What follows belongs to an exercise in optimizing a design on an open flow for small area; a production flow would make more cautious choices. In this exercise RTL edits were held to simulation tests only and were not proved equivalent to the original. Power figures rest on the tool's default switching activity, not on a simulated workload.

==> flow/design.v <==
`timescale 1ns/1ns
`default_nettype none
module can_wb_top (
    input  wire         wb_clk_i,
    input  wire         nRST,
    input  wire [31:0]  wb_adr_i,
    input  wire [31:0]  wb_dat_i,
    input  wire [3:0]   wb_sel_i,
    input  wire         wb_we_i,
    input  wire         wb_cyc_i,
    input  wire         wb_stb_i,
    output wire         wb_ack_o,
    output wire [31:0]  wb_dat_o,
    input  wire         bitstrobe_i,
    input  wire         curr_sample_i,
    input  wire         rx_busy_i,
    input  wire         tx_busy_i,
    input  wire         tx_done_i,
    input  wire         tx_arb_loss_i,
    output reg          can_clk_o,
    output wire         can_nrst_o,
    output wire         tx_enable_o,
    output wire [3:0]   ts1_o,
    output wire [3:0]   ts2_o,
    output wire         tx_pkt_ready_o,
    output reg  [98:0]  tx_frame_o
);
    wire valid = wb_cyc_i & wb_stb_i;
    reg  ack0_q, ack1_q;
    wire first = valid & ~ack0_q;   
    wire wr    = first & wb_we_i;
    wire [3:0] idx = wb_adr_i[5:2];
    always @(posedge wb_clk_i or negedge nRST) begin
        if (!nRST) begin
            ack0_q <= 1'b0;
            ack1_q <= 1'b0;
        end else begin
            ack0_q <= valid;
            ack1_q <= ack0_q & valid;
        end
    end
    assign wb_ack_o = ack1_q & valid;
    wire [15:0] hit;
    genvar g;
    generate
        for (g = 0; g < 16; g = g + 1) begin : g_hit
            assign hit[g] = (idx == g);
        end
    endgenerate
    reg        mcr_start_q, mcr_reset_q, mcr_sleep_q, mcr_prio_q, mcr_auto_q;
    reg [15:0] tmgr_q;
    reg [2:0]  stat_q;           
    reg [1:0]  mode_q;           
    reg [3:0]  idle_q;
    reg [9:0]  pre_q;
    wire wr_mcr    = wr & hit[0] & wb_sel_i[0];
    wire in_sleep  = (mode_q == 2'd0);
    wire bus_idle  = (idle_q == 4'd11);
    always @(posedge wb_clk_i or negedge nRST) begin
        if (!nRST) begin
            mcr_start_q <= 1'b0;
            mcr_reset_q <= 1'b0;
            mcr_sleep_q <= 1'b0;
            mcr_prio_q  <= 1'b0;
            mcr_auto_q  <= 1'b0;
            tmgr_q      <= 16'd0;
            stat_q      <= 3'd0;
        end else begin
            stat_q <= {tx_busy_i, rx_busy_i, curr_sample_i};
            if (wr_mcr) begin
                mcr_start_q <= wb_dat_i[0];
                mcr_prio_q  <= wb_dat_i[3];
                mcr_auto_q  <= wb_dat_i[4];
            end
            if (!(wr & hit[0])) mcr_reset_q <= 1'b0;   
            else if (wb_sel_i[0]) mcr_reset_q <= wb_dat_i[1];
            if (in_sleep) mcr_sleep_q <= 1'b0;
            else if (wr_mcr) mcr_sleep_q <= wb_dat_i[2];
            if (wr & hit[2] & wb_sel_i[0]) tmgr_q[7:0]  <= wb_dat_i[7:0];
            if (wr & hit[2] & wb_sel_i[1]) tmgr_q[15:8] <= wb_dat_i[15:8];
        end
    end
    always @(posedge wb_clk_i or negedge nRST) begin
        if (!nRST) begin
            idle_q <= 4'd0;
        end else if (bitstrobe_i) begin
            if (!curr_sample_i) idle_q <= 4'd0;   
            else if (!bus_idle) idle_q <= idle_q + 4'd1;
        end
    end
    always @(posedge wb_clk_i or negedge nRST) begin
        if (!nRST) begin
            mode_q <= 2'd0;
        end else begin
            case (mode_q)
                2'd0: if (mcr_start_q) mode_q <= 2'd1;
                2'd1: if (bus_idle) mode_q <= 2'd2;
                2'd2: if (mcr_sleep_q && !tx_busy_i) mode_q <= 2'd0;
                default: mode_q <= 2'd0;
            endcase
        end
    end
    always @(posedge wb_clk_i or negedge nRST) begin
        if (!nRST) begin
            pre_q     <= 10'd0;
            can_clk_o <= 1'b0;
        end else if (in_sleep) begin
            pre_q     <= 10'd0;
            can_clk_o <= 1'b0;
        end else if (pre_q >= tmgr_q[9:0]) begin
            pre_q     <= 10'd0;
            can_clk_o <= 1'b1;
        end else begin
            pre_q     <= pre_q + 10'd1;
            can_clk_o <= 1'b0;
        end
    end
    assign can_nrst_o  = ~mcr_reset_q;
    assign tx_enable_o = (mode_q == 2'd2);
    assign ts1_o       = {1'b0, tmgr_q[12:10]} + 4'd1;
    assign ts2_o       = {1'b0, tmgr_q[15:13]} + 4'd1;
    reg  [2:0]  rdy_q;
    reg  [30:0] mb_id_q  [0:2];    
    reg  [3:0]  mb_dlc_q [0:2];
    reg  [31:0] mb_dlo_q [0:2];
    reg  [31:0] mb_dhi_q [0:2];
    reg         lock_q;
    reg  [1:0]  sel_q;
    wire release_tx = lock_q & (tx_done_i | (tx_arb_loss_i & ~mcr_auto_q));
    integer i, k;
    always @(posedge wb_clk_i or negedge nRST) begin
        if (!nRST) begin
            rdy_q <= 3'd0;
        end else begin
            for (i = 0; i < 3; i = i + 1) begin
                if (release_tx && sel_q == i) rdy_q[i] <= 1'b0;   
                else if (wr && hit[3+i] && wb_sel_i[3]) rdy_q[i] <= wb_dat_i[31];
            end
        end
    end
    always @(posedge wb_clk_i) begin
        for (i = 0; i < 3; i = i + 1) begin
            for (k = 0; k < 4; k = k + 1) begin
                if (wr && hit[3+i] && wb_sel_i[k]) begin
                    if (k == 3) mb_id_q[i][30:24] <= wb_dat_i[30:24];
                    else mb_id_q[i][8*k +: 8] <= wb_dat_i[8*k +: 8];
                end
                if (wr && hit[9+i] && wb_sel_i[k]) mb_dlo_q[i][8*k +: 8] <= wb_dat_i[8*k +: 8];
                if (wr && hit[12+i] && wb_sel_i[k]) mb_dhi_q[i][8*k +: 8] <= wb_dat_i[8*k +: 8];
            end
            if (wr && hit[6+i] && wb_sel_i[0]) mb_dlc_q[i] <= wb_dat_i[3:0];
        end
    end
    function automatic lt29(input [28:0] a, input [28:0] b);
        integer j, w;
        reg [31:0] l, gr;
        begin
            l  = 32'd0;
            gr = 32'd0;
            for (j = 0; j < 29; j = j + 1) begin
                l[j]  = ~a[j] & b[j];
                gr[j] = a[j] & ~b[j];
            end
            for (w = 1; w < 32; w = w * 2) begin
                for (j = 0; j + w < 32; j = j + 2 * w) begin
                    l[j]  = l[j + w] | (~gr[j + w] & l[j]);
                    gr[j] = gr[j + w] | (~l[j + w] & gr[j]);
                end
            end
            lt29 = l[0];
        end
    endfunction
    wire lt10 = lt29(mb_id_q[1][28:0], mb_id_q[0][28:0]);
    wire lt20 = lt29(mb_id_q[2][28:0], mb_id_q[0][28:0]);
    wire lt21 = lt29(mb_id_q[2][28:0], mb_id_q[1][28:0]);
    wire prio = mcr_prio_q;
    wire p0 = rdy_q[0] & (prio | (~(rdy_q[1] & lt10) & ~(rdy_q[2] & lt20)));
    wire p1 = rdy_q[1] & (prio ? ~rdy_q[0] : (~(rdy_q[0] & ~lt10) & ~(rdy_q[2] & lt21)));
    wire p2 = rdy_q[2] & (prio ? ~(rdy_q[0] | rdy_q[1]) : (~(rdy_q[0] & ~lt20) & ~(rdy_q[1] & ~lt21)));
    wire found = |rdy_q;
    wire take = ~lock_q & found;
    always @(posedge wb_clk_i or negedge nRST) begin
        if (!nRST) begin
            lock_q <= 1'b0;
            sel_q  <= 2'd0;
        end else if (release_tx) begin
            lock_q <= 1'b0;
        end else if (take) begin
            lock_q <= 1'b1;
            sel_q  <= {p2, p1};
        end
    end
    wire [98:0] f0 = {mb_id_q[0][28:0], mb_dlc_q[0], mb_id_q[0][29], mb_id_q[0][30], mb_dhi_q[0], mb_dlo_q[0]};
    wire [98:0] f1 = {mb_id_q[1][28:0], mb_dlc_q[1], mb_id_q[1][29], mb_id_q[1][30], mb_dhi_q[1], mb_dlo_q[1]};
    wire [98:0] f2 = {mb_id_q[2][28:0], mb_dlc_q[2], mb_id_q[2][29], mb_id_q[2][30], mb_dhi_q[2], mb_dlo_q[2]};
    wire s0 = take & p0;
    wire s1 = take & p1;
    wire s2 = take & p2;
    always @(posedge wb_clk_i) begin
        tx_frame_o <= ({99{s0}} & f0) | ({99{s1}} & f1) | ({99{s2}} & f2) | ({99{~take}} & tx_frame_o);
    end
    assign tx_pkt_ready_o = lock_q;
    wire [3:0] ln = wb_sel_i;
    reg  [31:0] rdm;
    always @(*) begin
        rdm = 32'd0;
        for (k = 0; k < 4; k = k + 1) begin
            for (i = 0; i < 3; i = i + 1) begin
                rdm[8*k +: 8] = rdm[8*k +: 8]
                    | ({8{hit[3+i] & ln[k]}} & ({rdy_q[i], mb_id_q[i]} >> (8*k)))
                    | ({8{hit[9+i] & ln[k]}} & (mb_dlo_q[i] >> (8*k)))
                    | ({8{hit[12+i] & ln[k]}} & (mb_dhi_q[i] >> (8*k)));
            end
        end
        for (i = 0; i < 3; i = i + 1)
            rdm[3:0] = rdm[3:0] | ({4{hit[6+i] & ln[0]}} & mb_dlc_q[i]);
        rdm[4:0]  = rdm[4:0] | ({5{hit[0] & ln[0]}} & {mcr_auto_q, mcr_prio_q, mcr_sleep_q, mcr_reset_q, mcr_start_q});
        rdm[4:0]  = rdm[4:0] | ({5{hit[1] & ln[0]}} & {stat_q, mode_q});
        rdm[7:0]  = rdm[7:0] | ({8{hit[2] & ln[0]}} & tmgr_q[7:0]);
        rdm[15:8] = rdm[15:8] | ({8{hit[2] & ln[1]}} & tmgr_q[15:8]);
    end
    reg [5:0] rd_snap_q;   
    always @(posedge wb_clk_i) begin
        if (first) rd_snap_q <= {rdm[31], rdm[4:0]};
    end
    assign wb_dat_o = {rd_snap_q[5], rdm[30:5], rd_snap_q[4:0]};
endmodule
`default_nettype wire
==> flow/config.mk <==
export PLATFORM = sky130hd
export DESIGN_NAME = can_wb_top
export DESIGN_NICKNAME = can_wb_top
export VERILOG_FILES = /design/flow/design.v
export SDC_FILE = /design/flow/constraint.sdc
export NUM_CORES = 4
export LEC_CHECK = 0
export ABC_AREA = 1
export CAP_MARGIN = 20
export CORE_MARGIN = 2
export CORE_UTILIZATION = 40
export CTS_BUF_LIST = sky130_fd_sc_hd__clkbuf_4
export SLEW_MARGIN = 20
==> flow/constraint.sdc <==
create_clock -name core_clock -period 8.0 [get_ports {wb_clk_i}]
set_input_delay 1.6000 -clock core_clock [delete_from_list [all_inputs] [get_ports {wb_clk_i}]]
set_output_delay 1.6000 -clock core_clock [all_outputs]
set_load 0.01 [all_outputs]
run.sh (not shown) runs the stock make flow with config.mk's settings and CLKGATE_MAP_FILE= SYNTH_SCRIPT=/design/flow/synth_recipe.tcl, a recipe that flattens the netlist after the stock synthesis.
The baseline passed the timing, DRC and antenna checks.
Rerun with:
==> flow/flow/run.sh (new file) <==
#!/bin/bash
# standard layout, with the smallest buffer on the ports
set -euo pipefail
bash standard.sh BUFFER_PORTS_ARGS="-buffer_cell sky130_fd_sc_hd__buf_1" finish > standard.log 2>&1
==> flow/standard.sh (new file) <==
#!/bin/bash
# synth_recipe.tcl (not shown) runs the flow's synth.tcl, then flattens the netlist and writes it again
# the make line also repeats each setting of config.mk as NAME=value (left out here)
make -C /OpenROAD-flow-scripts/flow DESIGN_CONFIG=/design/flow/config.mk WORK_HOME=/design/flow/orfs CLKGATE_MAP_FILE= SYNTH_SCRIPT=/design/flow/synth_recipe.tcl "${@:-finish}"
removed: flow/run.sh
Total power goes down by 5.1%.
Synthesized cell count does not change.
Maximum frequency goes up by 12%.
Wire length goes down by 0.93%.
Utilization goes down by 2.3 points.
Area after synthesis is unchanged.
Count of clock-buffer cells in the layout goes down by 1.
Final cell count goes up by 0.35%.
Critical path depth does not change.
Via count goes down by 0.63%.
Register-to-register slack loses 210 ps.

re-timing with driven ports:
Ports are ideal in the flow. The routed layouts listed here were re-timed in OpenROAD. Step 1 assumes that a clkbuf_16 drives the clock port and a buf_2 every other input. Step 2, shift: input delay + t, output delay - t, t = (earliest + latest rising clock arrival at the registers) / 2. This alone moves slack from input paths to output paths. a / b / c = ideal ports / drivers / drivers and shift; a / b = the first two.
| run | shift t [ns] | setup WS [ns] | hold WS [ns] | clock arrival spread, ns | pins driven straight from the clock port |
|---|---|---|---|---|---|
| the first run | 0.938 | 1.323 / 1.207 / 1.207 | 0.448 / 0.448 / 0.448 | 0.099 / 0.099 | 1 |
| the second run | 0.931 | 2.064 / 1.945 / 1.945 | 0.458 / 0.458 / 0.458 | 0.070 / 0.070 | 1 |
After both steps every run listed still meets setup and hold. The setup slack of the second run, which loses most, moves by -0.119 ns with the drivers and by -0.119 ns with both steps.
